This is an optimization exercise on Yosys and OpenROAD, whose aim is small area, not a production implementation.
Function was checked by simulation only, so behaviour that the tests miss may differ from the original.
Power is estimated from default activity; no workload was simulated.

==> flow/design.v <==
package laser_log_pkg;
	typedef struct packed {
		logic signed [16-1:0] adc0;
		logic signed [16-1:0] adc1;
	} adc_sample_t;
	typedef struct packed {
		logic                   wr;    
		logic [16-1:0] data;  
	} fifo_wr_t;
	typedef struct packed {
		logic [16-3-1:0] dropped;  
		logic [3-1:0]             din;
	} status_t;
	typedef struct packed {
		logic [16-1:0]  diff;    
		logic [16-1:0]  adc1;    
		logic [16-1:0]  adc0;    
		status_t                status;  
		logic [16-1:0] seq_hi;  
		logic [16-1:0] seq_lo;  
	} frame_fields_t;
	typedef union packed {
		logic [6-1:0][16-1:0] words;
		frame_fields_t                                 fields;
	} log_frame_u;
endpackage
`timescale 1ns/1ps
module ext_clk_conditioner (
	input  logic clk1,
	input  logic arst_n,
	input  logic ext_clk_pin,  
	output logic ext_tick      
);
	localparam int SYNC = 4;
	logic [SYNC-1:0] sync_q;  
	logic            fall_q;  
	always_ff @(posedge clk1 or negedge arst_n) begin
		if (!arst_n) begin
			sync_q   <= '0;
			fall_q   <= 1'b0;
			ext_tick <= 1'b0;
		end else begin
			sync_q   <= {sync_q[SYNC-2:0], ext_clk_pin};  
			fall_q   <= sync_q[SYNC-1] & ~sync_q[SYNC-2];  
			ext_tick <= fall_q;
		end
	end
endmodule
`timescale 1ns/1ps
module frame_logger #(
	parameter int DEPTH = 64  
) (
	input  logic                          clk1,
	input  logic                          arst_n,
	input  logic                          ext_tick,
	input  logic [3-1:0]         din,
	input  laser_log_pkg::adc_sample_t    adc,
	input  logic [$clog2(DEPTH):0]        level,    
	output logic                          start,    
	output logic [3*16-1:0]      rec,      
	output logic                          wr        
);
	localparam int CNT_W  = $clog2(DEPTH) + 1;
	localparam int NWORDS = 6;
	localparam int DROP_W = 16 - 3;
	logic [3-1:0] din_q;    
	logic [DROP_W-1:0]     dropped;  
	logic [2:0]            wcnt;     
	logic                  busy;
	logic                  room;
	logic                  skip;
	assign busy  = (wcnt != 3'd0);
	assign room  = (level <= CNT_W'(DEPTH - NWORDS));
	assign start = ext_tick & ~busy & room;
	assign skip  = ext_tick & ~start;
	assign wr    = busy;
	assign rec   = {dropped, din_q, adc.adc0, adc.adc1};
	always_ff @(posedge clk1)
		din_q <= din;
	always_ff @(posedge clk1 or negedge arst_n) begin
		if (!arst_n) begin
			dropped <= '0;
			wcnt    <= '0;
		end else begin
			if (skip && dropped != '1)
				dropped <= dropped + 1'b1;
			if (start)
				wcnt <= 3'(NWORDS);
			else if (busy)
				wcnt <= wcnt - 1'b1;
		end
	end
endmodule
`timescale 1ns/1ps
module word_fifo #(
	parameter int DEPTH = 64
) (
	input  logic                       clk1,
	input  logic                       arst_n,
	input  logic                       start,   
	input  logic [3*16-1:0]   rec,
	input  logic                       wr,      
	input  logic                       pop,     
	output logic [16-1:0]     head,    
	output logic                       empty,
	output logic [$clog2(DEPTH):0]     level    
);
	localparam int CNT_W  = $clog2(DEPTH) + 1;
	localparam int NSLOT  = 11;
	localparam int SW     = 4;
	localparam int W      = 16;
	logic [3*W-1:0]   mem [NSLOT];
	logic [SW-1:0]    wr_slot;
	logic [SW-1:0]    rd_slot;
	logic [2:0]       rd_idx;    
	logic [2*W-1:0]   rd_seq;    
	logic [CNT_W-1:0] count;
	logic [3*W-1:0]   hrec;
	logic             pull;
	assign empty = (count == '0);
	assign level = count;
	assign pull  = pop & ~empty;
	assign hrec  = mem[rd_slot];
	always_comb begin
		case (rd_idx)
			3'd0:    head = rd_seq[W-1:0];
			3'd1:    head = rd_seq[2*W-1:W];
			3'd2:    head = hrec[3*W-1:2*W];
			3'd3:    head = hrec[2*W-1:W];
			3'd4:    head = hrec[W-1:0];
			default: head = hrec[2*W-1:W] - hrec[W-1:0];
		endcase
	end
	always_ff @(posedge clk1) begin
		if (start)
			mem[wr_slot] <= rec;
	end
	always_ff @(posedge clk1 or negedge arst_n) begin
		if (!arst_n) begin
			wr_slot <= '0;
			rd_slot <= '0;
			rd_idx  <= '0;
			rd_seq  <= '0;
			count   <= '0;
		end else begin
			if (start)
				wr_slot <= (wr_slot == SW'(NSLOT - 1)) ? '0 : wr_slot + 1'b1;
			if (pull) begin
				if (rd_idx == 3'd5) begin
					rd_idx  <= '0;
					rd_seq  <= rd_seq + 1'b1;
					rd_slot <= (rd_slot == SW'(NSLOT - 1)) ? '0 : rd_slot + 1'b1;
				end else begin
					rd_idx <= rd_idx + 1'b1;
				end
			end
			case ({wr, pull})
				2'b10:   count <= count + 1'b1;
				2'b01:   count <= count - 1'b1;
				default: count <= count;
			endcase
		end
	end
endmodule
`timescale 1ns/1ps
module host_pipe_port (
	input  logic                   clk1,
	input  logic                   arst_n,
	input  logic                   pipe_read,      
	input  logic [16-1:0] head,           
	input  logic                   empty,
	output logic                   pop,
	output logic [16-1:0] pipe_data,
	output logic                   pipe_valid,     
	output logic                   pipe_empty,
	output logic                   pipe_underrun   
);
	assign pop        = pipe_read & ~empty;  
	assign pipe_empty = empty;
	always_ff @(posedge clk1)
		pipe_data <= head;  
	always_ff @(posedge clk1 or negedge arst_n) begin
		if (!arst_n) begin
			pipe_valid    <= 1'b0;
			pipe_underrun <= 1'b0;
		end else begin
			pipe_valid <= pop;  
			if (pipe_read && empty)
				pipe_underrun <= 1'b1;
		end
	end
endmodule
`timescale 1ns/1ps
module laser_log_top #(
	parameter int DEPTH = 64
) (
	input  logic                       clk1,
	input  logic                       arst_n,
	input  logic                       ext_clk_pin,
	input  logic [3-1:0]      din,
	input  logic [2*16-1:0]    adc,            
	input  logic                       pipe_read,
	output logic [16-1:0]     pipe_data,
	output logic                       pipe_valid,
	output logic                       pipe_empty,
	output logic                       pipe_underrun
);
	logic                       ext_tick;
	logic                       start;
	logic [3*16-1:0]   rec;
	logic                       wr;
	logic [$clog2(DEPTH):0]     level;
	logic [16-1:0]     head;
	logic                       empty;
	logic                       pop;
	laser_log_pkg::adc_sample_t adc_s;
	assign adc_s = adc;
	ext_clk_conditioner u_ext_clk (
		.clk1        (clk1),
		.arst_n      (arst_n),
		.ext_clk_pin (ext_clk_pin),
		.ext_tick    (ext_tick)
	);
	frame_logger #(.DEPTH(DEPTH)) u_logger (
		.clk1     (clk1),
		.arst_n   (arst_n),
		.ext_tick (ext_tick),
		.din      (din),
		.adc      (adc_s),
		.level    (level),
		.start    (start),
		.rec      (rec),
		.wr       (wr)
	);
	word_fifo #(.DEPTH(DEPTH)) u_fifo (
		.clk1   (clk1),
		.arst_n (arst_n),
		.start  (start),
		.rec    (rec),
		.wr     (wr),
		.pop    (pop),
		.head   (head),
		.empty  (empty),
		.level  (level)
	);
	host_pipe_port u_pipe (
		.clk1          (clk1),
		.arst_n        (arst_n),
		.pipe_read     (pipe_read),
		.head          (head),
		.empty         (empty),
		.pop           (pop),
		.pipe_data     (pipe_data),
		.pipe_valid    (pipe_valid),
		.pipe_empty    (pipe_empty),
		.pipe_underrun (pipe_underrun)
	);
endmodule
==> flow/run.sh <==
#!/bin/bash
# synth_recipe.tcl (not shown) runs the flow's synth.tcl, then flattens the netlist and writes it again
# the make line also repeats each setting of config.mk as NAME=value (left out here)
make -C /OpenROAD-flow-scripts/flow DESIGN_CONFIG=/design/flow/config.mk WORK_HOME=/design/flow/orfs CLKGATE_MAP_FILE= SYNTH_SCRIPT=/design/flow/synth_recipe.tcl finish
==> flow/config.mk <==
export PLATFORM = sky130hd
export DESIGN_NAME = laser_log_top
export DESIGN_NICKNAME = laser_log_top
export VERILOG_FILES = /design/flow/design.v
export SDC_FILE = /design/flow/constraint.sdc
export NUM_CORES = 4
export LEC_CHECK = 0
export CAP_MARGIN = 20
export CORE_MARGIN = 2
export CORE_UTILIZATION = 40
export SLEW_MARGIN = 20
==> flow/constraint.sdc <==
create_clock -name core_clock -period 8.0 [get_ports {clk1}]
set_input_delay 1.6000 -clock core_clock [delete_from_list [all_inputs] [get_ports {clk1}]]
set_output_delay 1.6000 -clock core_clock [all_outputs]
set_load 0.01 [all_outputs]
==> results of run 1 <==
per-layer routing:
metal | track usage [%] | vias up | wire [um]
met1 | 25.2 | 6968 | 26100
met3 | 2.95 | 85 | 3210
met5 | 0 | - | 0
met2 | 29.0 | 376 | 28400
li1 | - | 5997 | -
met4 | 5.85 | 0 | 1380
Yosys cell counts (17+ instances only):
cell        n
edfxtp_1  528
nand2_1   123
mux2i_1   106
o21ai_0   104
mux4_2     96
dfrtp_1    74
nor2_1     52
xnor2_1    52
a21oi_1    40
clkbuf_1   34
ha_1       26
inv_1      20
dfxtp_1    19
nand3_1    19
buf_2      17
critical path: stages, from the launching register on:
cell      delay (ns)
dfrtp_4         0.99
buf_4           0.65
mux4_2          0.58
mux2i_1         0.15
nor2_1          0.05
a21oi_1         0.34
ha_1            0.35
o21ai_0         0.29
nand2b_1        0.12
o211a_1         0.14
a311oi_1        0.39
xor2_1          0.20
o22ai_1         0.10
a221o_1         0.29
per-stage QoR:
step / hold WS (ns) / util [%] / cell area (um^2) / worst slack, ns / std cells
after floorplan: 0.331 / - / 25300 / 2.86 / 1492
after global placement: 0.332 / 42.7 / 26900 / 3.25 / 2347
after detailed placement: 0.336 / 42.7 / 26900 / 3.17 / 2347
after CTS: 0.350 / 46.1 / 29000 / 3.13 / 2472
after global routing: 0.353 / 46.1 / 29000 / 2.78 / 2472
final: 0.345 / 46.1 / 29000 / 3.15 / 2473
final cells by class:
cell class              instances  share of cell area, %
repair buffers                 82                   2.69
clock inverters                38                   1.10
multi-input cells             778                   23.6
well taps                     846                   3.65
diodes                          1                0.00863
clock buffers                  87                   6.29
inverters                      20                  0.259
flip-flops and latches        621                   62.4
cell usage in the layout, fill, tap and decap left out, drive strengths merged, types with 6 or more instances in the layout:
| cell type | netlist | routed |
|---|---|---|
| edfxtp | 528 | 528 |
| nand2 | 123 | 123 |
| mux2i | 106 | 106 |
| o21ai | 104 | 104 |
| mux4 | 96 | 96 |
| clkbuf | 34 | 87 |
| dfrtp | 74 | 74 |
| clkdlybuf4s50 | 0 | 56 |
| xnor2 | 52 | 52 |
| nor2 | 52 | 52 |
| a21oi | 42 | 42 |
| inv | 20 | 28 |
| ha | 26 | 26 |
| buf | 39 | 26 |
| clkinv | 0 | 23 |
| nand3 | 21 | 21 |
| dfxtp | 19 | 19 |
| a21o | 15 | 15 |
| xor2 | 13 | 13 |
| o22ai | 10 | 10 |
| and3 | 10 | 10 |
| nor2b | 9 | 9 |
| a211oi | 8 | 8 |
| nor3 | 7 | 7 |
| nand2b | 6 | 6 |
| mux2 | 6 | 6 |
| a222oi | 6 | 6 |
| nand4 | 6 | 6 |
| and2 | 6 | 6 |
logic make-up (layout without fill, tap and decap cells):
group                      Yosys count  after routing  synth area share, %
DFF                                621            621                 71.5
adders and majority gates           28             28                 1.44
AOI/OAI and AO/OA                  223            223                 5.38
muxes                              208            208                 13.0
buffers and inverters               93            227                 1.76
and+or+nand+nor                    254            254                 4.64
other                                0              1                    0
xor gates and xnor gates            65             65                 2.25
power by group through the flow:
stage	clock network, mW	registers, mW	logic [mW]
detailed placement	0	4.10	3.14
global placement	0	4.09	3.13
CTS	3.07	4.04	3.16
finish	3.01	4.03	3.15
floorplan	0	3.86	2.40
global route	3.20	4.06	3.44
flip-flops by register name, summed over array words and instances (netlist names):
name,flops
u_fifo.count,7
u_logger.dropped,13
u_fifo.rd_slot,4
u_logger.din_q,3
u_logger.wcnt,3
u_ext_clk.sync_q,4
u_fifo.rd_idx,3
u_fifo.wr_slot,4
u_pipe.pipe_underrun,1
u_ext_clk.fall_q,1
u_pipe.pipe_valid,1
u_fifo.rd_seq,32
u_fifo.mem,528
u_ext_clk.ext_tick,1
u_pipe.pipe_data,16
path summary, 6_finish.rpt:
path,start,end,slack (ns),cells after the start
setup reg to reg,u_fifo.rd_slot[0],u_pipe.pipe_data[11],3.15,13
max in group asynchronous,arst_n,u_fifo.rd_slot[2],5.97,2
hold reg to reg,u_ext_clk.sync_q[1],u_ext_clk.sync_q[2],0.34,0
setup / recovery,u_fifo.rd_slot[0],u_pipe.pipe_data[11],3.15,13
min in group asynchronous,arst_n,u_ext_clk.fall_q,0.92,1
hold / removal,u_ext_clk.sync_q[1],u_ext_clk.sync_q[2],0.34,0
==> flow_summary.yaml, run 1 <==
run_status:
  status: "timing/DRC/antenna clean"
synthesis:
  syn-cell-area_um2: 25300
  yosysUniqueCellTypes: 61
  synth.avg_cell_area_um2: 17.0
  syn_nets: 1559
  async_reset_ff_share_pct: 11.9
  yosysTopAreaCellShare_pct: 62.7
  yosys.area.top_type: "edfxtp_1"
  synth_seq_cells: 621
  synth_ff_type: "edfxtp_1"
  synth_edf_count: 528
  ys_warn_count: 4
  syn_inst: 1492
  synthTopCellsByArea: "edfxtp_1, mux4_2, dfrtp_1"
  ys_seq_area_share_pct: 71.5
drt:
  firstDrtPassIters: 5
  routed_via_density: 5.43
  via_count: 13400
  wl_per_cell_um: 23.9
  drt_iter0_drc: 1126
  drc: 0
  wl_um: 59000
  postRouteAntennaNets: 0
cts:
  cts-hold-fix-buffers: 0
  cts_sinks: 621
  postCtsSetupBuffers: 0
  clk_pin_slew_worst_paths_ns: 0.06
  cts_root_buffer: "clkbuf_16"
  htree_levels: 3
  insertion_delay_ns: 0.60
  numCtsBuffers: 68
  ctsResizeCount: 0
  clockBufferDepth: 3
  cts_tree: "built"
power_and_ir_drop:
  p_per_area_nw_per_um2: 351
  p_switching_mw: 3.37
  power_mw: 10.2
  power_leakage_nw: 9.67
  p_clk_share_pct: 29.6
  seq_power_share_pct: 39.5
  combPwrFrac_pct: 30.9
  p_sw_share_pct: 33.1
  ir_drop_mv: 0.242
  p_int_mw: 6.82
placed_design:
  routabilityCongestion: 0.867
  portBuffers: 57
  dp_hpwl_um: 34800
die:
  die_w_um: 255
  die_h_um: 255
  rows: 92
  core_um2: 62900
  die-area_um2: 65300
  pin_count: 58
  start_util_pct: 40.2
timing:
  skew_ns: 0.0250
  final-hold-violation-count: 0
  fmax_mhz: 206
  drv_slew: 0
  worstMarginPinSlew_ns: 1.20
  rsz0062_at_grt: "no"
  slew_headroom_pct: 19.5
  finalSetupViolCount: 0
  tns_ns: 0
  min_period_ns: 4.85
  fin_crit_sh_pct: 60.6
setup_path:
  cp_data_required_time_ns: 8.47
  path_max_fanout: 42
  critical_path_arrival_ns: 5.32
  worstSetupEndpointType: "flop"
  critPathKind: "flop to flop"
  startpoint_type: "flop"
layout:
  seq_area_um2: 18100
  layout-drive-gt1-share_pct: 15.8
  nFillCells: 5432
  fin_nets: 1638
  syn2layout_area_growth_pct: 14.6
  multi_input_area_um2: 6840
grt:
  grt_overflow: 0
  grt_antenna_before_repair: 1
  grt_max_degree: 140
  grt_pass1_wl_um: 87400
  first_global_vias: 13500
  grt_usage_pct: 18.1
run:
  maxCapViolCount: 0
worst_hold_path:
  hold_class: "flop to flop"
==> run 2, diff against run 1 <==
--- a/flow/design.v
+++ b/flow/design.v
@@ -105,51 +105,107 @@
 	output logic                       empty,
 	output logic [$clog2(DEPTH):0]     level    
 );
-	localparam int CNT_W  = $clog2(DEPTH) + 1;
-	localparam int NSLOT  = 11;
-	localparam int SW     = 4;
-	localparam int W      = 16;
-	logic [3*W-1:0]   mem [NSLOT];
-	logic [SW-1:0]    wr_slot;
-	logic [SW-1:0]    rd_slot;
+	localparam int CNT_W = $clog2(DEPTH) + 1;
+	localparam int W     = 16;
+	localparam int RW    = 3 * W;
+	logic [RW-1:0]    ring [3][3];
+	logic [RW-1:0]    stage_q;   
+	logic             stage_v;
+	logic [RW-1:0]    head_q;    
+	logic             head_v;
+	logic [1:0]       phase;     
+	logic [1:0]       w_cls, w_slot;  
+	logic [1:0]       r_cls, r_slot;  
+	logic [3:0]       ring_n;    
 	logic [2:0]       rd_idx;    
 	logic [2*W-1:0]   rd_seq;    
 	logic [CNT_W-1:0] count;
-	logic [3*W-1:0]   hrec;
 	logic             pull;
+	logic             last;      
+	logic             want;      
+	logic             take_st;   
+	logic             take_rg;   
+	logic             ins;       
+	logic [RW-1:0]    tap;
 	assign empty = (count == '0);
 	assign level = count;
 	assign pull  = pop & ~empty;
-	assign hrec  = mem[rd_slot];
+	assign last  = pull & (rd_idx == 3'd5);
+	assign want    = ~head_v | last;
+	assign take_rg = want & (ring_n != 4'd0) & (phase == r_slot);
+	assign take_st = want & (ring_n == 4'd0) & stage_v;
+	assign ins     = stage_v & ~take_st & ((ring_n != 4'd9) | take_rg) & (phase == w_slot);
+	always_comb begin
+		case (r_cls)
+			2'd0:    tap = ring[0][0];
+			2'd1:    tap = ring[1][0];
+			default: tap = ring[2][0];
+		endcase
+	end
 	always_comb begin
 		case (rd_idx)
 			3'd0:    head = rd_seq[W-1:0];
 			3'd1:    head = rd_seq[2*W-1:W];
-			3'd2:    head = hrec[3*W-1:2*W];
-			3'd3:    head = hrec[2*W-1:W];
-			3'd4:    head = hrec[W-1:0];
-			default: head = hrec[2*W-1:W] - hrec[W-1:0];
+			3'd2:    head = head_q[3*W-1:2*W];
+			3'd3:    head = head_q[2*W-1:W];
+			3'd4:    head = head_q[W-1:0];
+			default: head = head_q[2*W-1:W] - head_q[W-1:0];
 		endcase
 	end
 	always_ff @(posedge clk1) begin
+		for (int r = 0; r < 3; r++) begin
+			ring[r][0] <= ring[r][1];
+			ring[r][1] <= ring[r][2];
+			ring[r][2] <= (ins && w_cls == 2'(r)) ? stage_q : ring[r][0];
+		end
 		if (start)
-			mem[wr_slot] <= rec;
+			stage_q <= rec;
+		if (take_st)
+			head_q <= stage_q;
+		else if (take_rg)
+			head_q <= tap;
 	end
 	always_ff @(posedge clk1 or negedge arst_n) begin
 		if (!arst_n) begin
-			wr_slot <= '0;
-			rd_slot <= '0;
+			phase   <= '0;
+			stage_v <= 1'b0;
+			head_v  <= 1'b0;
+			w_cls   <= '0;
+			w_slot  <= '0;
+			r_cls   <= '0;
+			r_slot  <= '0;
+			ring_n  <= '0;
 			rd_idx  <= '0;
 			rd_seq  <= '0;
 			count   <= '0;
 		end else begin
+			phase <= ((phase == 2'd2) ? 2'd0 : phase + 2'd1);
 			if (start)
-				wr_slot <= (wr_slot == SW'(NSLOT - 1)) ? '0 : wr_slot + 1'b1;
+				stage_v <= 1'b1;
+			else if (ins || take_st)
+				stage_v <= 1'b0;
+			if (ins || take_st) begin
+				w_cls <= ((w_cls == 2'd2) ? 2'd0 : w_cls + 2'd1);
+				if (w_cls == 2'd2)
+					w_slot <= ((w_slot == 2'd2) ? 2'd0 : w_slot + 2'd1);
+			end
+			if (take_rg || take_st) begin
+				r_cls <= ((r_cls == 2'd2) ? 2'd0 : r_cls + 2'd1);
+				if (r_cls == 2'd2)
+					r_slot <= ((r_slot == 2'd2) ? 2'd0 : r_slot + 2'd1);
+			end
+			if (take_rg || take_st)
+				head_v <= 1'b1;
+			else if (last)
+				head_v <= 1'b0;
+			if (ins && !take_rg)
+				ring_n <= ring_n + 1'b1;
+			else if (take_rg && !ins)
+				ring_n <= ring_n - 1'b1;
 			if (pull) begin
-				if (rd_idx == 3'd5) begin
-					rd_idx  <= '0;
-					rd_seq  <= rd_seq + 1'b1;
-					rd_slot <= (rd_slot == SW'(NSLOT - 1)) ? '0 : rd_slot + 1'b1;
+				if (last) begin
+					rd_idx <= '0;
+					rd_seq <= rd_seq + 1'b1;
 				end else begin
 					rd_idx <= rd_idx + 1'b1;
 				end
--- a/flow/config.mk
+++ b/flow/config.mk
@@ -5,7 +5,10 @@
 export SDC_FILE = /design/flow/constraint.sdc
 export NUM_CORES = 4
 export LEC_CHECK = 0
+export ABC_AREA = 1
 export CAP_MARGIN = 20
 export CORE_MARGIN = 2
 export CORE_UTILIZATION = 40
+export CTS_BUF_LIST = sky130_fd_sc_hd__clkbuf_4
+export CTS_CLUSTER_SIZE = 30
 export SLEW_MARGIN = 20
==> run 2 against run 1 <==
Against the previous run:
- still clean
- flip-flop and latch count is 8 higher
- global-route usage is 0.81 points higher
- power is 7.8% lower
- sequential power is about 10% higher
- critical path depth is 7 lower
- combinational power is 29% lower
- non-clock buffer count is 11 lower
- final cell count is 21% higher
- critical path type is now flop to output port
- highest routed layer unchanged
==> flow_summary.yaml, run 2 <==
timing:
  min_period_ns: 3.95
  fmax_mhz: 253
  setup_ws_ns: 4.05
  worstMarginPinSlew_ns: 0.903
  final-hold-violation-count: 0
  finalSetupViolCount: 0
  fin_crit_sh_pct: 49.3
  slew_headroom_pct: 39.8
  drv_slew: 0
  skew_ns: 0.0604
  rsz0062_at_grt: "no"
  tns_ns: 0
drt:
  wl_per_cell_um: 16.5
  drc: 0
  firstDrtPassIters: 5
  postRouteAntennaNets: 0
  routed_via_density: 4.86
  wl_um: 49400
  drt_iter0_drc: 1275
  via_count: 14500
placed_design:
  routabilityCongestion: 0.917
  dp_hpwl_um: 30400
  dpl_worst_slack_ns: 3.13
  portBuffers: 57
setup_path:
  cpMostUsedCell: "inv_1"
  crit_buf_inv: 3
  critPathMaxStageDelay_ns: 0.53
  cp_data_required_time_ns: 6.40
  slowest_stage: "clkdlybuf4s50_1"
  cp_cell_sequence: "inv_1 > nand2_1 > nor2_1 > nand2_2 > inv_1 > clkdlybuf4s50_1"
  critical_path_arrival_ns: 2.35
  path_max_fanout: 3
  critPathKind: "flop to output port"
  startpoint_type: "flop"
  worstSetupEndpointType: "output port"
  crit_family: "buffers and inverters"
layout:
  final_cell_mix: "nand2_1, dfxtp_1, clkbuf_4"
  fin_util_pct: 46.8
  largest_register_ffs: 432
  largest_register: "u_fifo.ring"
  syn2layout_area_growth_pct: 15.5
  nFillCells: 4816
  multi_input_area_um2: 6120
  reg_top3: "u_fifo.ring: 432 flops, u_fifo.head_q: 48 flops, u_fifo.stage_q: 48 flops"
  layout-drive-gt1-share_pct: 12.3
  final_common_cell: "nand2_1"
  seq_area_um2: 14000
  fin_nets: 2265
synthesis:
  synth.avg_cell_area_um2: 10.2
  synth_common_cells: "nand2_1, dfxtp_1, nand3_1, inv_1, nor2_1"
  synth_edf_count: 96
  synth_ff_type: "dfxtp_1"
  synthTopCellsByArea: "dfxtp_1, edfxtp_1, nand2_1"
  syn_nets: 2121
  yosysTopAreaCellShare_pct: 43.3
  yosysUniqueCellTypes: 43
  syn_inst: 2046
  ys_warn_count: 5
  synth_seq_cells: 629
  async_reset_ff_share_pct: 13.0
  yosysMostFrequentCell: "nand2_1"
  yosys.area.top_type: "dfxtp_1"
  ys_seq_area_share_pct: 67.0
  syn-cell-area_um2: 20800
cts:
  postCtsSetupBuffers: 0
  cts_tree: "built"
  clk_pin_slew_worst_paths_ns: 0.07
  cts_root_buffer: "clkbuf_4"
  cts_sinks: 629
  cts-hold-fix-buffers: 0
  numCtsBuffers: 154
  ctsResizeCount: 0
  htree_levels: 4
  insertion_delay_ns: 0.95
  clockBufferDepth: 3
die:
  die_h_um: 232
  pin_count: 58
  die-area_um2: 54000
  start_util_pct: 40.6
  core_um2: 51400
  die_w_um: 232
  rows: 83
power_and_ir_drop:
  ir_drop_mv: 0.138
  power_leakage_nw: 10.4
  p_per_area_nw_per_um2: 390
  power_mw: 9.39
run:
  maxCapViolCount: 0
worst_hold_path:
  hold_class: "flop to flop"
grt:
  grt_usage_pct: 18.9
  first_global_vias: 14500
  grt_max_degree: 78
  grt_overflow: 0
  grt_pass1_wl_um: 78500
  grt_antenna_before_repair: 3
run_status:
  status: "timing/DRC/antenna clean"
## run 2: cell types whose count changed in the layout (fill, tap and decap cells not counted), moves of 33 or more
cell,before,now
dfxtp_1,19,451
a41oi_1,1,48
nand3_1,19,189
clkbuf_4,0,231
clkbuf_16,69,0
xnor2_1,52,8
mux2i_1,106,0
xor2_1,13,46
mux4_2,96,0
nand2_1,123,606
nor2_1,44,103
edfxtp_1,528,96
inv_1,20,111
o21ai_0,103,50
## run 2: worst paths after layout
kind | start | to | slack [ns] | depth (start not counted)
min | u_fifo.ring[1][41] | u_fifo.ring[0][41] | 0.31 | 0
max reg2reg | u_fifo.rd_idx[1] | u_fifo.ring_n[3] | 4.46 | 18
min in group asynchronous | arst_n | u_fifo.count[3] | 0.51 | 1
min reg2reg | u_fifo.ring[1][41] | u_fifo.ring[0][41] | 0.31 | 0
max | u_fifo.count[4] | pipe_empty | 4.05 | 6
max in group asynchronous | arst_n | u_fifo.r_cls[1] | 6.58 | 2
## run 2: logic make-up after synthesis
| kind of cell | Yosys count | share of synthesized area [%] |
|---|---|---|
| buf+inv | 198 | 3.98 |
| fa+ha+maj | 36 | 2.27 |
| flops | 629 | 67.0 |
| xor+xnor | 54 | 2.27 |
| simple gates | 964 | 19.1 |
| compound gates | 165 | 5.38 |
## run 2: metal layers
| layer | GRT usage [%] | vias to the layer above | wire length [um] |
|---|---|---|---|
| met2 | 28.0 | 429 | 22200 |
| met5 | 0 | - | 0 |
| met3 | 5.14 | 65 | 2730 |
| met4 | 7.85 | 0 | 939 |
| li1 | - | 7108 | - |
| met1 | 25.9 | 6918 | 23500 |
## run 2: where the power goes
part | internal, mW | switching, mW
Clock | 1.48 | 1.23
Combinational | 0.710 | 1.53
Sequential | 4.08 | 0.371
## run 2: cell type report
cell class | count | share of cell area, %
Clock inverter | 40 | 1.25
Sequential cell | 629 | 58.0
Multi-Input combinational cell | 1219 | 25.4
Inverter | 115 | 1.80
Clock buffer | 231 | 7.20
Antenna cell | 2 | 0.0208
Timing Repair Buffer | 71 | 2.81
Tap cell | 680 | 3.53
## run 2: metrics by stage
step / hold slack, ns / instance area [um^2] / cells
global placement: 0.310 / 22000 / 2714
CTS: 0.309 / 24100 / 2985
detailed placement: 0.312 / 22000 / 2714
floorplan: 0.310 / 20900 / 2046
global route: 0.316 / 24100 / 2987
finish: 0.306 / 24100 / 2987
==> run 3, diff against run 2 <==
--- a/flow/config.mk
+++ b/flow/config.mk
@@ -5,10 +5,9 @@
 export SDC_FILE = /design/flow/constraint.sdc
 export NUM_CORES = 4
 export LEC_CHECK = 0
-export ABC_AREA = 1
 export CAP_MARGIN = 20
 export CORE_MARGIN = 2
 export CORE_UTILIZATION = 40
-export CTS_BUF_LIST = sky130_fd_sc_hd__clkbuf_4
+export CTS_CLUSTER_DIAMETER = 100
 export CTS_CLUSTER_SIZE = 30
 export SLEW_MARGIN = 20
==> run 3 against run 2 <==
Against the previous run:
- count of clock-buffer cells in the layout down 188
- worst setup slack worse by 0.12 ns
- register-to-register slack worse by 0.42 ns
- first-iteration DRC count shrank 44%
- combinational power fell by 37%
- via count shrank 24%
- final area fell by 6.6%
- sequential share of layout area grew 4.1 points
- global-route usage is 4.4 points lower
==> flow_summary.yaml, run 3 <==
run_status:
  status: "timing/DRC/antenna clean"
layout:
  reg_top3: "u_fifo.ring: 432 flops, u_fifo.head_q: 48 flops, u_fifo.stage_q: 48 flops"
  final_cell_mix: "dfxtp_1, mux2_2, edfxtp_1"
  layout-drive-gt1-share_pct: 13.4
  fin_nets: 1643
  largest_register_ffs: 432
  syn2layout_area_growth_pct: 9.37
  seq_area_um2: 14000
  final_common_cell: "dfxtp_1"
  multi_input_area_um2: 6140
  diodes: 0
  fin_util_pct: 44.0
  nFillCells: 4681
  largest_register: "u_fifo.ring"
synthesis:
  ys_warn_count: 5
  yosysUniqueCellTypes: 60
  syn_nets: 1607
  synthTopCellsByArea: "dfxtp_1, edfxtp_1, dfrtp_1"
  synth-simple-area-share_pct: 6.35
  synth_adder_area_share_pct: 2.30
  muxShareOfSynthArea_pct: 11.7
  ys_seq_area_share_pct: 67.9
  synth.avg_cell_area_um2: 13.4
  async_reset_ff_share_pct: 13.0
  synth_edf_count: 96
  synth_ff_type: "dfxtp_1"
  yosysMostFrequentCell: "dfxtp_1"
  syn_inst: 1532
  syn-cell-area_um2: 20600
  synth-xor-area-share_pct: 2.90
  synth_compound_area_share_pct: 6.54
  synth_seq_cells: 629
  synth_common_cells: "dfxtp_1, mux2_2, edfxtp_1, nand2_1, nor2_1"
  synth_top_family_by_area: "multiplexers"
  yosysTopAreaCellShare_pct: 43.9
  yosys.area.top_type: "dfxtp_1"
cts:
  cts-hold-fix-buffers: 0
  insertion_delay_ns: 0.60
  numCtsBuffers: 25
  postCtsSetupBuffers: 0
  cts_root_buffer: "clkbuf_16"
  ctsResizeCount: 0
  clk_pin_slew_worst_paths_ns: 0.11
  htree_levels: 1
  clockBufferDepth: 3
  cts_tree: "built"
  cts_sinks: 629
grt:
  grt_max_degree: 77
  grt_usage_pct: 14.5
  grt_antenna_before_repair: 2
  first_global_vias: 10800
  grt_pass1_wl_um: 61300
  grt_busiest_layer: "met2"
  grt_overflow: 0
  grt_util_met2_pct: 22.8
  met3_usage_pct: 2.38
  grt_util_met1_pct: 21.0
setup_path:
  cp_data_required_time_ns: 6.40
  path_max_fanout: 4
  reg2reg_to: "u_fifo.count[6]"
  r2r_cells: 11
  reg2reg_slack_ns: 4.04
  critical_path_arrival_ns: 2.46
  startpoint_type: "flop"
  critPathKind: "flop to output port"
  worstSetupEndpointType: "output port"
  r2r_start: "u_fifo.count[2]"
die:
  core_um2: 51100
  die_h_um: 231
  pin_count: 58
  rows: 83
  die_w_um: 231
  start_util_pct: 40.2
  die-area_um2: 53200
timing:
  min_period_ns: 4.06
  final-hold-violation-count: 0
  fin_crit_sh_pct: 50.8
  rsz0062_at_grt: "no"
  drv_slew: 0
  skew_ns: 0.0233
  worstMarginPinSlew_ns: 1.02
  fmax_mhz: 246
  whs_ns: 0.316
  finalSetupViolCount: 0
  tns_ns: 0
  slew_headroom_pct: 32.2
placed_design:
  portBuffers: 57
  routabilityCongestion: 0.863
  dp_hpwl_um: 24400
worst_hold_path:
  hold_path_depth: 0
  hold_class: "flop to flop"
  min_to: "u_fifo.ring[6][5]"
  min-delay-start: "u_fifo.ring[7][5]"
drt:
  drc: 0
  via_count: 11000
  routed_via_density: 4.84
  firstDrtPassIters: 8
  drt_iter0_drc: 720
  wl_um: 38400
  postRouteAntennaNets: 0
  wl_per_cell_um: 16.9
power_and_ir_drop:
  p_per_area_nw_per_um2: 314
  power_leakage_nw: 9.04
  ir_drop_mv: 0.170
run:
  maxCapViolCount: 0
-- run 3: cell types whose count changed after synthesis, sizes merged, moves of 18 or more --
cell    delta
mux2i     +50
xor2      -28
xnor2     +42
clkbuf    -24
a41oi     -48
a21oi     +56
nor3      -18
inv       -80
mux2     +155
o21ai     +33
nand2    -517
nand3    -168
nor2      -26
-- run 3: metal layers --
| metal | share of wire (%) | wire length (um) | vias up |
|---|---|---|---|
| met3 | 4.4 | 1690 | 49 |
| met2 | 44 | 17000 | 186 |
| li1 | - | - | 5388 |
| met5 | 0.034 | 13 | - |
| met1 | 49 | 18900 | 5355 |
| met4 | 1.9 | 716 | 2 |
-- run 3: kinds of logic after synthesis --
| family | Yosys count |
|---|---|
| flops | 629 |
| mux | 205 |
| xor+xnor | 68 |
| buf+inv | 93 |
| simple gates | 274 |
| fa+ha+maj | 36 |
| compound gates | 227 |
-- run 3: where the power goes --
| group | internal, mW | total (mW) | switching, mW |
|---|---|---|---|
| Clock | 0.624 | 1.56 | 0.940 |
| Sequential | 3.75 | 4.09 | 0.341 |
| Combinational | 0.583 | 1.40 | 0.813 |
| Total | 4.96 | 7.05 | 2.09 |
-- run 3: area by class of cell --
| class | instances | share of cell area, % |
|---|---|---|
| flip-flops and latches | 629 | 62.1 |
| clock inverters | 3 | 0.228 |
| multi-input cells | 810 | 27.3 |
| repair buffers | 67 | 2.86 |
| inverters | 35 | 0.584 |
| clock buffers | 43 | 3.13 |
| well taps | 680 | 3.78 |
-- run 3: per-stage QoR --
| step | cells | worst slack (ns) | power, mW | instance area [um^2] |
|---|---|---|---|---|
| final | 2267 | 3.94 | 7.05 | 22500 |
| after global routing | 2267 | 3.79 | 7.43 | 22500 |
| after CTS | 2267 | 3.91 | 7.13 | 22500 |
| after detailed placement | 2221 | 3.56 | 5.56 | 21700 |
| after global placement | 2221 | 3.63 | 5.53 | 21700 |
| after floorplan | 1532 | 2.94 | 4.97 | 20600 |
-- run 3: worst max-delay path, stage by stage (launching register included) --
cell and delay, ns:
dfrtp_1 0.44, or4_4 0.60, nor4_4 0.23, clkdlybuf4s50_1 0.60
-- run 3: worst max-delay path by stage --
stage | to | startpoint
global placement | u_fifo.count[6] | pipe_read
CTS | pipe_empty | u_fifo.count[2]
detailed placement | u_fifo.count[6] | pipe_read
global route | u_fifo.count[6] | u_fifo.count[2]
finish | pipe_empty | u_fifo.count[2]
floorplan | u_fifo.r_slot[0] | pipe_read
==> run 4, diff against run 3 <==
--- a/flow/config.mk
+++ b/flow/config.mk
@@ -7,7 +7,7 @@
 export LEC_CHECK = 0
 export CAP_MARGIN = 20
 export CORE_MARGIN = 2
-export CORE_UTILIZATION = 40
+export CORE_UTILIZATION = 65
 export CTS_CLUSTER_DIAMETER = 100
 export CTS_CLUSTER_SIZE = 30
 export SLEW_MARGIN = 20
==> run 4 against run 3 <==
Against the previous run:
- wire length fell by 5.6%
- worst setup slack improved by 0.035 ns
- clock power fell by 4%
- die area fell by 38%
- final cell count fell by 13%
- register-to-register slack barely moved
- maximum frequency rose by 0.87%
- utilization rose by 26 points
- via count barely moved
- combinational power fell by 4%
- final area fell by 1.9%
- clock skew fell by 0.0080 ns
- still clean
==> flow_summary.yaml, run 4 <==
timing:
  rsz0062_at_grt: "no"
  finalSetupViolCount: 0
  fin_crit_sh_pct: 50.3
  drv_slew: 0
  fmax_mhz: 248
  skew_ns: 0.0154
  worstMarginPinSlew_ns: 1.09
  slew_headroom_pct: 27.0
  tns_ns: 0
  min_period_ns: 4.03
  final-hold-violation-count: 0
  setup_ws_ns: 3.97
synthesis:
  syn_nets: 1607
  yosysUniqueCellTypes: 60
  synth_edf_count: 96
  syn-cell-area_um2: 20600
  ys_warn_count: 5
  async_reset_ff_share_pct: 13.0
  yosysTopAreaCellShare_pct: 43.9
  syn_inst: 1532
  synthTopCellsByArea: "dfxtp_1, edfxtp_1, dfrtp_1"
  synth_ff_type: "dfxtp_1"
  yosys.area.top_type: "dfxtp_1"
  synth_seq_cells: 629
  synth.avg_cell_area_um2: 13.4
  synth_common_cells: "dfxtp_1, mux2_2, edfxtp_1, nand2_1, nor2_1"
  ys_seq_area_share_pct: 67.9
  yosysMostFrequentCell: "dfxtp_1"
placed_design:
  dp_hpwl_um: 22400
  dp_cells: 1939
  dpl_worst_slack_ns: 3.63
  routabilityCongestion: 0.901
  portBuffers: 57
drt:
  firstDrtPassIters: 5
  drt_iter0_drc: 825
  wl_um: 36200
  drc: 0
  wl_per_cell_um: 18.3
  via_count: 11000
  routed_via_density: 5.53
  postRouteAntennaNets: 0
grt:
  grt_overflow: 0
  grt_max_degree: 97
  first_global_vias: 10800
  grt_pass1_wl_um: 59000
  grt_usage_pct: 22.5
  grt_antenna_before_repair: 0
power_and_ir_drop:
  power_leakage_nw: 8.99
  power_mw: 6.94
  ir_drop_mv: 0.234
  p_per_area_nw_per_um2: 315
cts:
  clockBufferDepth: 3
  cts_tree: "built"
  cts-hold-fix-buffers: 0
  insertion_delay_ns: 0.57
  cts_root_buffer: "clkbuf_16"
  cts_sinks: 629
  numCtsBuffers: 24
  ctsResizeCount: 0
  clk_pin_slew_worst_paths_ns: 0.12
  postCtsSetupBuffers: 0
  htree_levels: 1
setup_path:
  r2r_cells: 11
  cp_data_required_time_ns: 6.40
  crit_family: "simple AND/OR/NAND/NOR gates"
  cp_cell_sequence: "or4_4 > nor4_4 > clkdlybuf4s50_1"
  worstSetupEndpointType: "output port"
  worst-path-stages: 3
  critical_path_arrival_ns: 2.43
  crit_buf_inv: 1
  startpoint_type: "flop"
  slowest_stage: "or4_4"
  path_max_fanout: 4
  critPathMaxStageDelay_ns: 0.60
  critPathKind: "flop to output port"
worst_hold_path:
  hold_class: "flop to flop"
  hold_path_depth: 0
die:
  pin_count: 58
  die_w_um: 182
  start_util_pct: 65.7
  die-area_um2: 33100
  rows: 65
  die_h_um: 182
  core_um2: 31300
layout:
  largest_register: "u_fifo.ring"
  final_common_cell: "dfxtp_1"
  largest_register_ffs: 432
  final_cell_mix: "dfxtp_1, mux2_2, edfxtp_1"
  reg_top3: "u_fifo.ring: 432 flops, u_fifo.head_q: 48 flops, u_fifo.stage_q: 48 flops"
  fin_util_pct: 70.4
  syn2layout_area_growth_pct: 7.25
  diodes: 0
  finalNonFillerCells: 1983
  fin_nets: 1638
  layout-drive-gt1-share_pct: 13.0
run_status:
  status: "timing/DRC/antenna clean"
run:
  maxCapViolCount: 0
-- run 4: cell counts after synthesis --
Identical to the previous run, type by type.
-- run 4: cell families (layout without fill, tap and decap cells) --
group / count (synthesis) / count (layout) / share of synthesized area, %
compound gates: 227 / 227 / 6.54
xor+xnor: 68 / 68 / 2.90
fa+ha+maj: 36 / 36 / 2.30
buf+inv: 93 / 142 / 2.36
flops: 629 / 629 / 67.9
mux: 205 / 205 / 11.7
simple gates: 274 / 274 / 6.35
-- run 4: final cells by class --
cell class | count | area, um^2
inverters | 35 | 131
repair buffers | 63 | 613
well taps | 402 | 503
fillers | 2226 | 9260
multi-input cells | 810 | 6140
flip-flops and latches | 629 | 14000
clock buffers | 44 | 697
-- run 4: metal layers --
layer	GRT usage (%)	share of wire, %
met5	0	0
met4	4.52	1.7
met3	3.49	4.9
met2	35.8	45
met1	33.2	49
-- run 4: through the flow --
stage               cell area, um^2  hold WS (ns)
floorplan                     20600         0.310
global placement              21400         0.310
detailed placement            21400         0.312
CTS                           22100         0.327
global route                  22100         0.325
finish                        22100         0.328
-- run 4: path summary, 6_finish.rpt --
check                      slack, ns                 end                from
setup / recovery                3.97          pipe_empty     u_fifo.count[2]
hold / removal                  0.33  u_fifo.ring[6][19]  u_fifo.ring[7][19]
setup reg to reg                4.05     u_fifo.count[6]     u_fifo.count[2]
hold reg to reg                 0.33  u_fifo.ring[6][19]  u_fifo.ring[7][19]
max in group asynchronous       5.99     u_fifo.r_cls[0]              arst_n
min in group asynchronous       0.97    u_fifo.w_slot[0]              arst_n
-- run 4: report_power, final --
group | total [mW] | switching, mW | internal (mW)
registers | 4.12 | 0.367 | 3.75
clock network | 1.49 | 0.889 | 0.599
logic | 1.34 | 0.757 | 0.579
total | 6.94 | 2.01 | 4.93
==> run 5, diff against run 4 <==
--- a/flow/config.mk
+++ b/flow/config.mk
@@ -7,7 +7,5 @@
 export LEC_CHECK = 0
 export CAP_MARGIN = 20
 export CORE_MARGIN = 2
-export CORE_UTILIZATION = 65
-export CTS_CLUSTER_DIAMETER = 100
-export CTS_CLUSTER_SIZE = 30
+export CORE_UTILIZATION = 40
 export SLEW_MARGIN = 20
==> run 5 against run 4 <==
Against the previous run:
- still clean
- area after synthesis unchanged
- register-to-register slack about the same
- wire length up 8.8%
- highest routed layer is now met5
==> flow_summary.yaml, run 5 <==
power_and_ir_drop:
  power_mw: 8.30
  combPwrFrac_pct: 16.8
  p_clk_share_pct: 33.8
  p_sw_share_pct: 28.0
  ir_drop_mv: 0.188
  p_per_area_nw_per_um2: 350
  p_int_mw: 5.98
  p_switching_mw: 2.32
  power_leakage_nw: 9.66
  seq_power_share_pct: 49.4
setup_path:
  path_max_fanout: 4
  reg2reg_to: "u_fifo.count[6]"
  critical_path_arrival_ns: 2.45
  cp_data_required_time_ns: 6.40
  r2r_cells: 11
  worstSetupEndpointType: "output port"
  r2r_start: "u_fifo.count[2]"
  critPathKind: "flop to output port"
  startpoint_type: "flop"
  reg2reg_slack_ns: 4.06
grt:
  grt_pass1_wl_um: 63100
  grt_overflow: 0
  first_global_vias: 11300
  grt_max_degree: 77
  grt_antenna_before_repair: 2
  grt_usage_pct: 15.1
layout:
  layout-drive-gt1-share_pct: 16.7
  fin_nets: 1676
  final_common_cell: "dfxtp_1"
  syn2layout_area_growth_pct: 15.4
  seq_area_um2: 14000
  diodes: 0
  largest_register_ffs: 432
  nFillCells: 4559
  reg_top3: "u_fifo.ring: 432 flops, u_fifo.head_q: 48 flops, u_fifo.stage_q: 48 flops"
  final_cell_mix: "dfxtp_1, mux2_2, edfxtp_1"
  multi_input_area_um2: 6140
  largest_register: "u_fifo.ring"
synthesis:
  synth_seq_cells: 629
  ys_seq_area_share_pct: 67.9
  yosysTopAreaCellShare_pct: 43.9
  syn_nets: 1607
  synthTopCellsByArea: "dfxtp_1, edfxtp_1, dfrtp_1"
  async_reset_ff_share_pct: 13.0
  synth_common_cells: "dfxtp_1, mux2_2, edfxtp_1, nand2_1, nor2_1"
  syn_inst: 1532
  yosysMostFrequentCell: "dfxtp_1"
  yosys.area.top_type: "dfxtp_1"
  yosysUniqueCellTypes: 60
  ys_warn_count: 5
  synth.avg_cell_area_um2: 13.4
  syn-cell-area_um2: 20600
  synth_ff_type: "dfxtp_1"
  synth_edf_count: 96
cts:
  cts-hold-fix-buffers: 0
  insertion_delay_ns: 0.62
  numCtsBuffers: 58
  clk_pin_slew_worst_paths_ns: 0.07
  clockBufferDepth: 3
  htree_levels: 2
  cts_tree: "built"
  postCtsSetupBuffers: 0
  ctsResizeCount: 0
  cts_root_buffer: "clkbuf_16"
  cts_sinks: 629
drt:
  wl_met3_um: 2090
  firstDrtPassIters: 6
  via_count: 11200
  wl_um: 39400
  postRouteAntennaNets: 0
  routed_via_density: 4.83
  drc: 0
  dr_wl_met2_um: 17600
  wirelength_met1_um: 19000
  drt_iter0_drc: 691
  wl_per_cell_um: 16.9
  top_layer_used: "met5"
run_status:
  status: "timing/DRC/antenna clean"
worst_hold_path:
  min_to: "u_fifo.ring[4][35]"
  min-delay-start: "u_fifo.ring[5][35]"
  hold_path_depth: 0
  hold_class: "flop to flop"
timing:
  worstMarginPinSlew_ns: 1.02
  fin_crit_sh_pct: 50.6
  skew_ns: 0.0293
  final-hold-violation-count: 0
  slew_headroom_pct: 32.3
  setup_ws_ns: 3.95
  drv_slew: 0
  tns_ns: 0
  min_period_ns: 4.05
  fmax_mhz: 247
  rsz0062_at_grt: "no"
  finalSetupViolCount: 0
die:
  die-area_um2: 53200
  die_w_um: 231
  rows: 83
  start_util_pct: 40.2
  pin_count: 58
  core_um2: 51100
  die_h_um: 231
placed_design:
  portBuffers: 57
  dpl_worst_slack_ns: 3.56
  dp_hpwl_um: 24400
  routabilityCongestion: 0.863
run:
  maxCapViolCount: 0
-- run 5: cell counts after synthesis --
No cell type changed its count.
-- run 5: layout make-up --
type,count,area share (%)
repair buffers,67,2.71
inverters,35,0.554
multi-input cells,810,25.9
clock inverters,27,1.30
flip-flops and latches,629,58.9
clock buffers,82,7.13
well taps,680,3.58
-- run 5: through the flow --
stage / cell area (um^2) / hold slack [ns] / instances / util [%]
2_1_floorplan: 20600 / 0.310 / 1532 / -
3_3_place_gp: 21700 / 0.310 / 2221 / 42.5
3_5_place_dp: 21700 / 0.312 / 2221 / 42.5
4_1_cts: 23700 / 0.315 / 2330 / 46.5
5_1_grt: 23700 / 0.317 / 2330 / 46.5
6_report: 23700 / 0.319 / 2330 / 46.5
-- run 5: how the worst max path moves through the flow --
stage | slack, ns | end | cells past startpoint | start
5_1_grt | 3.81 | u_fifo.count[6] | 11 | u_fifo.count[2]
6_report | 3.95 | pipe_empty | 3 | u_fifo.count[2]
2_1_floorplan | 2.94 | u_fifo.r_slot[0] | 5 | pipe_read
3_3_place_gp | 3.63 | u_fifo.count[6] | 11 | pipe_read
4_1_cts | 3.90 | pipe_empty | 3 | u_fifo.count[2]
3_5_place_dp | 3.56 | u_fifo.count[6] | 11 | pipe_read
-- run 5: routing by layer --
layer / track usage, % / vias up
met4: 3.97 / 2
li1: - / 5490
met3: 3.41 / 62
met2: 23.6 / 232
met1: 21.0 / 5459
met5: 0 / -
-- run 5: cell families after synthesis --
kind of cell    Yosys count  share of synthesized area (%)
flops                   629                           67.9
simple gates            274                           6.35
compound gates          227                           6.54
mux                     205                           11.7
buf+inv                  93                           2.36
xor+xnor                 68                           2.90
fa+ha+maj                36                           2.30
-- run 5: worst max-delay path: stages, from the launching register on --
cell and delay, ns:
dfrtp_1 0.42, or4_4 0.60, nor4_4 0.23, clkdlybuf4s50_1 0.60
-- run 5: power groups by stage --
stage	Clock (mW)	Combinational [mW]	Sequential (mW)
CTS	2.89	1.40	4.11
global placement	0	1.37	4.15
finish	2.81	1.39	4.10
detailed placement	0	1.39	4.17
floorplan	0	0.982	3.99
global route	3.01	1.55	4.16
==> run 6, diff against run 5 <==
--- a/flow/design.v
+++ b/flow/design.v
@@ -101,7 +101,7 @@
 	input  logic [3*16-1:0]   rec,
 	input  logic                       wr,      
 	input  logic                       pop,     
-	output logic [16-1:0]     head,    
+	output logic [16-1:0]     shown,   
 	output logic                       empty,
 	output logic [$clog2(DEPTH):0]     level    
 );
@@ -116,7 +116,8 @@
 	logic [1:0]       phase;     
 	logic [1:0]       w_cls, w_slot;  
 	logic [1:0]       r_cls, r_slot;  
-	logic [3:0]       ring_n;    
+	logic             ring_full;  
+	logic             ring_any;   
 	logic [2:0]       rd_idx;    
 	logic [2*W-1:0]   rd_seq;    
 	logic [CNT_W-1:0] count;
@@ -131,10 +132,11 @@
 	assign level = count;
 	assign pull  = pop & ~empty;
 	assign last  = pull & (rd_idx == 3'd5);
-	assign want    = ~head_v | last;
-	assign take_rg = want & (ring_n != 4'd0) & (phase == r_slot);
-	assign take_st = want & (ring_n == 4'd0) & stage_v;
-	assign ins     = stage_v & ~take_st & ((ring_n != 4'd9) | take_rg) & (phase == w_slot);
+	assign ring_any = ring_full | (w_cls != r_cls) | (w_slot != r_slot);
+	assign want     = ~head_v;
+	assign take_rg  = want & ring_any & (phase == r_slot);
+	assign take_st  = want & ~ring_any & stage_v;
+	assign ins      = stage_v & ~take_st & (~ring_full | take_rg) & (phase == w_slot);
 	always_comb begin
 		case (r_cls)
 			2'd0:    tap = ring[0][0];
@@ -144,12 +146,12 @@
 	end
 	always_comb begin
 		case (rd_idx)
-			3'd0:    head = rd_seq[W-1:0];
-			3'd1:    head = rd_seq[2*W-1:W];
-			3'd2:    head = head_q[3*W-1:2*W];
-			3'd3:    head = head_q[2*W-1:W];
-			3'd4:    head = head_q[W-1:0];
-			default: head = head_q[2*W-1:W] - head_q[W-1:0];
+			3'd1:    shown = rd_seq[W-1:0];
+			3'd2:    shown = rd_seq[2*W-1:W];
+			3'd3:    shown = head_q[3*W-1:2*W];
+			3'd4:    shown = head_q[2*W-1:W];
+			3'd5:    shown = head_q[W-1:0];
+			default: shown = head_q[2*W-1:W] - head_q[W-1:0];
 		endcase
 	end
 	always_ff @(posedge clk1) begin
@@ -174,7 +176,7 @@
 			w_slot  <= '0;
 			r_cls   <= '0;
 			r_slot  <= '0;
-			ring_n  <= '0;
+			ring_full <= 1'b0;
 			rd_idx  <= '0;
 			rd_seq  <= '0;
 			count   <= '0;
@@ -198,10 +200,11 @@
 				head_v <= 1'b1;
 			else if (last)
 				head_v <= 1'b0;
-			if (ins && !take_rg)
-				ring_n <= ring_n + 1'b1;
-			else if (take_rg && !ins)
-				ring_n <= ring_n - 1'b1;
+			if (take_rg && !ins)
+				ring_full <= 1'b0;
+			else if (ins && !take_rg)
+				ring_full <= ({((w_cls == 2'd2) ? ((w_slot == 2'd2) ? 2'd0 : w_slot + 2'd1) : w_slot),
+				               ((w_cls == 2'd2) ? 2'd0 : w_cls + 2'd1)} == {r_slot, r_cls});
 			if (pull) begin
 				if (last) begin
 					rd_idx <= '0;
@@ -223,7 +226,7 @@
 	input  logic                   clk1,
 	input  logic                   arst_n,
 	input  logic                   pipe_read,      
-	input  logic [16-1:0] head,           
+	input  logic [16-1:0] shown,          
 	input  logic                   empty,
 	output logic                   pop,
 	output logic [16-1:0] pipe_data,
@@ -233,8 +236,7 @@
 );
 	assign pop        = pipe_read & ~empty;  
 	assign pipe_empty = empty;
-	always_ff @(posedge clk1)
-		pipe_data <= head;  
+	assign pipe_data  = shown;  
 	always_ff @(posedge clk1 or negedge arst_n) begin
 		if (!arst_n) begin
 			pipe_valid    <= 1'b0;
@@ -266,7 +268,7 @@
 	logic [3*16-1:0]   rec;
 	logic                       wr;
 	logic [$clog2(DEPTH):0]     level;
-	logic [16-1:0]     head;
+	logic [16-1:0]     shown;
 	logic                       empty;
 	logic                       pop;
 	laser_log_pkg::adc_sample_t adc_s;
@@ -295,7 +297,7 @@
 		.rec    (rec),
 		.wr     (wr),
 		.pop    (pop),
-		.head   (head),
+		.shown  (shown),
 		.empty  (empty),
 		.level  (level)
 	);
@@ -303,7 +305,7 @@
 		.clk1          (clk1),
 		.arst_n        (arst_n),
 		.pipe_read     (pipe_read),
-		.head          (head),
+		.shown         (shown),
 		.empty         (empty),
 		.pop           (pop),
 		.pipe_data     (pipe_data),
--- a/flow/config.mk
+++ b/flow/config.mk
@@ -8,4 +8,6 @@
 export CAP_MARGIN = 20
 export CORE_MARGIN = 2
 export CORE_UTILIZATION = 40
+export CTS_CLUSTER_DIAMETER = 100
+export CTS_CLUSTER_SIZE = 30
 export SLEW_MARGIN = 20
==> run 6 against run 5 <==
Against the previous run:
- still clean on timing, DRC and antenna
- sequential power increased by 3%
- clock skew increased by 0.0061 ns
- non-clock buffer count decreased by 1
- global-route usage increased by 0.086 points
- worst setup slack got worse by 1.5 ns
- maximum frequency decreased by 27%
- critical path depth increased by 5
- worst hold slack got worse by 0.0058 ns
- synthesized cell count unchanged
- count of clock-buffer cells in the layout decreased by 42
- final area decreased by 7.4%
- combinational power increased by about 40%
==> flow_summary.yaml, run 6 <==
cts:
  cts_tree: "built"
  insertion_delay_ns: 0.59
  postCtsSetupBuffers: 0
  cts_sinks: 610
  clockBufferDepth: 3
  cts_root_buffer: "clkbuf_16"
  ctsResizeCount: 0
  cts-hold-fix-buffers: 0
  numCtsBuffers: 24
  clk_pin_slew_worst_paths_ns: 0.11
  htree_levels: 1
layout:
  final_cell_mix: "dfxtp_1, mux2_2, edfxtp_1"
  reg_top3: "u_fifo.ring: 432 flops, u_fifo.head_q: 48 flops, u_fifo.stage_q: 48 flops"
  final_common_cell: "dfxtp_1"
  nFillCells: 4624
  layout-drive-gt1-share_pct: 12.3
  diodes: 0
  largest_register: "u_fifo.ring"
  largest_register_ffs: 432
  finalNonFillerCells: 2245
  fin_nets: 1623
  fin_util_pct: 44.1
  syn2layout_area_growth_pct: 9.37
synthesis:
  synth.avg_cell_area_um2: 13.1
  synth_edf_count: 96
  async_reset_ff_share_pct: 13.0
  yosysMostFrequentCell: "dfxtp_1"
  synth_seq_cells: 610
  syn-cell-area_um2: 20100
  yosys.area.top_type: "dfxtp_1"
  syn_nets: 1599
  yosysUniqueCellTypes: 65
  synthTopCellsByArea: "dfxtp_1, edfxtp_1, dfrtp_1"
  yosysTopAreaCellShare_pct: 43.3
  ys_seq_area_share_pct: 67.5
  ys_warn_count: 5
  synth_ff_type: "dfxtp_1"
  synth_common_cells: "dfxtp_1, mux2_2, edfxtp_1, nand2_1"
  syn_inst: 1532
timing:
  finalSetupViolCount: 0
  drv_slew: 0
  skew_ns: 0.0354
  slew_headroom_pct: 31.4
  final-hold-violation-count: 0
  rsz0062_at_grt: "no"
  fmax_mhz: 180
  tns_ns: 0
  min_period_ns: 5.55
  worstMarginPinSlew_ns: 1.03
  fin_crit_sh_pct: 69.3
worst_hold_path:
  hold_class: "flop to flop"
grt:
  grt_max_degree: 80
  grt_usage_pct: 15.1
  grt_overflow: 0
  first_global_vias: 10700
  grt_pass1_wl_um: 62500
  grt_antenna_before_repair: 2
setup_path:
  path_max_fanout: 30
  startpoint_type: "flop"
  cp_data_required_time_ns: 6.40
  worstSetupEndpointType: "output port"
  critical_path_arrival_ns: 3.95
  critPathKind: "flop to output port"
placed_design:
  dp_hpwl_um: 26000
  routabilityCongestion: 0.905
  portBuffers: 57
  dp_cells: 2202
drt:
  firstDrtPassIters: 6
  wl_per_cell_um: 17.8
  drc: 0
  via_count: 10900
  postRouteAntennaNets: 0
  wl_um: 39900
  drt_iter0_drc: 742
  routed_via_density: 4.87
die:
  die_w_um: 228
  die_h_um: 228
  core_um2: 49900
  die-area_um2: 52000
  rows: 82
  pin_count: 58
  start_util_pct: 40.3
power_and_ir_drop:
  p_per_area_nw_per_um2: 348
  ir_drop_mv: 0.224
  power_leakage_nw: 8.71
  power_mw: 7.66
run_status:
  status: "timing/DRC/antenna clean"
run:
  maxCapViolCount: 0
[run 6: final timing paths]
kind	from	cells past startpoint	slack, ns	to
setup / recovery	u_fifo.rd_idx[1]	8	2.45	pipe_data[8]
hold / removal	u_fifo.ring[4][15]	0	0.31	u_fifo.ring[3][15]
setup reg to reg	u_fifo.count[3]	12	4.23	u_fifo.count[6]
hold reg to reg	u_fifo.ring[4][15]	0	0.31	u_fifo.ring[3][15]
max in group asynchronous	arst_n	1	6.38	u_fifo.r_cls[0]
min in group asynchronous	arst_n	1	1.03	u_fifo.count[2]
[run 6: worst max-delay path: stages (launching register included)]
cell and delay (ns):
dfrtp_1 0.56, inv_1 0.21, ha_1 0.87, nor3_1 0.13, a21oi_1 0.45, nor4_1 0.12
a311oi_1 0.26, o311a_1 0.21, clkdlybuf4s50_1 0.54
[run 6: cell type report]
cell class                 instances  area, um^2  share of cell area, %
sequential                       610       13600                   61.8
multi-input combinational        827        6100                   27.8
tap                              672         841                   3.83
clock buffer                      40         692                   3.15
timing repair buffer              66         639                   2.91
inverter                          27         101                  0.461
clock inverter                     3        22.5                  0.102
[run 6: per-stage QoR]
| step | cell area, um^2 | setup slack, ns | hold WS [ns] |
|---|---|---|---|
| floorplan | 20100 | 4.22 | 0.310 |
| global placement | 21300 | 3.34 | 0.310 |
| detailed placement | 21300 | 3.22 | 0.312 |
| CTS | 22000 | 2.53 | 0.320 |
| global route | 22000 | 2.27 | 0.320 |
| finish | 22000 | 2.45 | 0.313 |
[run 6: logic make-up (layout without fill, tap and decap cells)]
kind of cell	Yosys count	count (layout)	share of synthesized area, %
AO/OA/AOI/OAI	239	239	7.40
multiplexers	204	204	11.1
flip-flops	610	610	67.5
adder cells (fa/ha/maj)	28	28	1.78
buffers and inverters	95	136	2.15
AND/OR/NAND/NOR	285	285	6.92
XOR/XNOR	71	71	3.09
[run 6: per-layer routing]
layer / global-route usage, % / part of all wire (%)
met5: 0 / 0
met4: 3.13 / 1.8
met3: 1.89 / 3.6
met2: 23.6 / 44
met1: 22.7 / 51
[run 6: power breakdown]
part           switching (mW)  internal [mW]  leakage, nW
clock network           0.900          0.606        0.344
registers               0.423           3.78         5.45
logic                    1.06          0.883         2.91
==> run 7, diff against run 6 <==
--- a/flow/config.mk
+++ b/flow/config.mk
@@ -7,7 +7,7 @@
 export LEC_CHECK = 0
 export CAP_MARGIN = 20
 export CORE_MARGIN = 2
-export CORE_UTILIZATION = 40
+export CORE_UTILIZATION = 65
 export CTS_CLUSTER_DIAMETER = 100
-export CTS_CLUSTER_SIZE = 30
+export CTS_CLUSTER_SIZE = 25
 export SLEW_MARGIN = 20
==> run 7 against run 6 <==
Against the previous run:
- utilization increased by 27 points
- sequential share of layout area increased by 0.63 points
- non-clock buffer count increased by 2
- still clean on timing, DRC and antenna
- sequential power about the same
- die area decreased by 38%
==> flow_summary.yaml, run 7 <==
setup_path:
  startpoint_type: "flop"
  cp_data_required_time_ns: 6.40
  worstSetupEndpointType: "output port"
  path_max_fanout: 30
  critical_path_arrival_ns: 4.10
  r2r_start: "u_fifo.rd_idx[1]"
  critPathKind: "flop to output port"
  crit_start: "u_fifo.rd_idx[1]"
power_and_ir_drop:
  p_per_area_nw_per_um2: 356
  ir_drop_mv: 0.245
  power_leakage_nw: 8.76
  power_mw: 7.74
worst_hold_path:
  min-delay-start: "u_fifo.ring[7][39]"
  hold_class: "flop to flop"
synthesis:
  ys_warn_count: 5
  synth_seq_cells: 610
  muxShareOfSynthArea_pct: 11.1
  ys_seq_area_share_pct: 67.5
  yosysTopAreaCellShare_pct: 43.3
  syn-cell-area_um2: 20100
  synthTopCellsByArea: "dfxtp_1, edfxtp_1, dfrtp_1"
  synth_top_family_by_area: "multiplexers"
  yosysMostFrequentCell: "dfxtp_1"
  synth_ff_type: "dfxtp_1"
  synth_adder_area_share_pct: 1.78
  syn_inst: 1532
  yosys.area.top_type: "dfxtp_1"
  synth_compound_area_share_pct: 7.40
  synth_edf_count: 96
  synth_common_cells: "dfxtp_1, mux2_2, edfxtp_1, nand2_1"
  synth.avg_cell_area_um2: 13.1
  async_reset_ff_share_pct: 13.0
  synth-xor-area-share_pct: 3.09
  yosysUniqueCellTypes: 65
  synth-simple-area-share_pct: 6.92
  syn_nets: 1599
placed_design:
  dp_hpwl_um: 24300
  routabilityCongestion: 0.909
  portBuffers: 57
timing:
  tns_ns: 0
  final-hold-violation-count: 0
  fin_crit_sh_pct: 71.2
  skew_ns: 0.0118
  whs_ns: 0.325
  finalSetupViolCount: 0
  rsz0062_at_grt: "no"
  min_period_ns: 5.70
  slew_headroom_pct: 30.0
  drv_slew: 0
  worstMarginPinSlew_ns: 1.05
  fmax_mhz: 176
layout:
  final_common_cell: "dfxtp_1"
  fin_nets: 1629
  largest_register_ffs: 432
  reg_top3: "u_fifo.ring: 432 flops, u_fifo.head_q: 48 flops, u_fifo.stage_q: 48 flops"
  nFillCells: 2110
  layout-drive-gt1-share_pct: 12.4
  largest_register: "u_fifo.ring"
  final_cell_mix: "dfxtp_1, mux2_2, edfxtp_1"
  diodes: 0
  syn2layout_area_growth_pct: 8.27
grt:
  grt_max_degree: 71
  grt_antenna_before_repair: 0
  grt_overflow: 0
  grt_pass1_wl_um: 60900
  grt_usage_pct: 23.5
  first_global_vias: 10900
drt:
  drt_iter0_drc: 857
  postRouteAntennaNets: 0
  firstDrtPassIters: 5
  wl_per_cell_um: 19.0
  via_count: 11100
  routed_via_density: 5.59
  wl_um: 37700
  drc: 0
cts:
  cts-hold-fix-buffers: 0
  htree_levels: 1
  numCtsBuffers: 28
  cts_tree: "built"
  ctsResizeCount: 0
  cts_root_buffer: "clkbuf_16"
  clockBufferDepth: 3
  cts_sinks: 610
  postCtsSetupBuffers: 0
  insertion_delay_ns: 0.60
  clk_pin_slew_worst_paths_ns: 0.10
die:
  die_w_um: 180
  die-area_um2: 32300
  pin_count: 58
  rows: 64
  start_util_pct: 65.9
  core_um2: 30500
  die_h_um: 180
run_status:
  status: "timing/DRC/antenna clean"
run:
  maxCapViolCount: 0
==> run 7: final cells by class <==
cell class | count | area [um^2] | share of cell area, %
sequential | 610 | 13600 | 62.4
clock inverter | 3 | 48.8 | 0.224
timing repair buffer | 68 | 651 | 2.99
inverter | 27 | 101 | 0.466
multi-input combinational | 827 | 6100 | 28.1
tap | 396 | 495 | 2.28
clock buffer | 49 | 779 | 3.58
==> run 7: cell families (layout without fill, tap and decap cells) <==
logic type / after synthesis / count (layout)
xor gates and xnor gates: 71 / 71
muxes: 204 / 204
AOI/OAI and AO/OA: 239 / 239
adders and majority gates: 28 / 28
and+or+nand+nor: 285 / 285
DFF: 610 / 610
buffers and inverters: 95 / 147
==> run 7: report_power, final <==
group | leakage (nW) | internal [mW] | switching [mW]
logic | 2.92 | 0.879 | 1.08
clock network | 0.387 | 0.676 | 0.908
registers | 5.45 | 3.78 | 0.421
==> run 7: worst max-delay path, stage by stage, from the launching register on <==
cell and delay [ns]:
dfrtp_1 0.54, inv_1 0.21, ha_1 0.88, nor3_1 0.14, a21oi_1 0.53, nor4_1 0.10, a311oi_1 0.25, o311a_1 0.30
clkdlybuf4s50_1 0.56
==> run 7: metrics by stage <==
stage	instance area (um^2)	std cells	utilization, %	setup slack, ns
6_report	21800	1980	71.3	2.30
3_3_place_gp	20900	1928	68.6	3.16
2_1_floorplan	20100	1532	-	4.22
5_1_grt	21800	1980	71.3	2.04
4_1_cts	21800	1980	71.3	2.39
3_5_place_dp	20900	1928	68.6	3.06
==> run 7: layer usage <==
metal | GRT usage [%] | routed length [um]
met2 | 36.6 | 16900
met4 | 5.95 | 979
met1 | 35.0 | 18100
met5 | 0 | 0
met3 | 3.30 | 1670
==> run 7: final timing paths <==
check	to	slack, ns	depth (start not counted)
setup / recovery	pipe_data[8]	2.30	8
hold / removal	u_fifo.ring[6][39]	0.33	0
setup reg to reg	u_fifo.rd_seq[27]	4.37	8
hold reg to reg	u_fifo.ring[6][39]	0.33	0
max in group asynchronous	u_fifo.rd_seq[27]	6.06	2
min in group asynchronous	u_ext_clk.sync_q[0]	0.91	1

## separate check: timing with driven ports
No port has a modelled driver above. Below, the same layouts with a new extraction and two added sets of constraints. Step 1: set_driving_cell puts a clkbuf_16 on clk1 and a buf_2 on each other input, an assumption about the parent block. Step 2 times the ports against the registers' clock, not the clock port: input delays grow and output delays shrink by t, the midpoint of the rising clock arrivals with the driver on. Slacks: ideal ports / drivers / drivers and shift; pairs: ideal ports / drivers.
run | shift t [ns] | setup WS [ns] | latest minus earliest clock arrival (ns)
run 1 | 0.651 | 3.152 / 3.152 / 3.152 | 0.025 / 0.025
run 2 | 0.966 | 4.053 / 4.003 / 3.134 | 0.060 / 0.061
run 3 | 0.643 | 3.937 / 3.881 / 3.529 | 0.025 / 0.025
run 4 | 0.616 | 3.972 / 3.918 / 3.588 | 0.017 / 0.016
run 5 | 0.662 | 3.954 / 3.898 / 3.525 | 0.036 / 0.036
run 6 | 0.633 | 2.453 / 2.397 / 3.030 | 0.038 / 0.038
run 7 | 0.641 | 2.304 / 2.253 / 2.894 | 0.018 / 0.018
After both steps setup and hold are still met in every run listed. For run 2, which loses most, drivers alone change the setup slack by -0.050 ns; drivers and shift together by -0.919 ns.
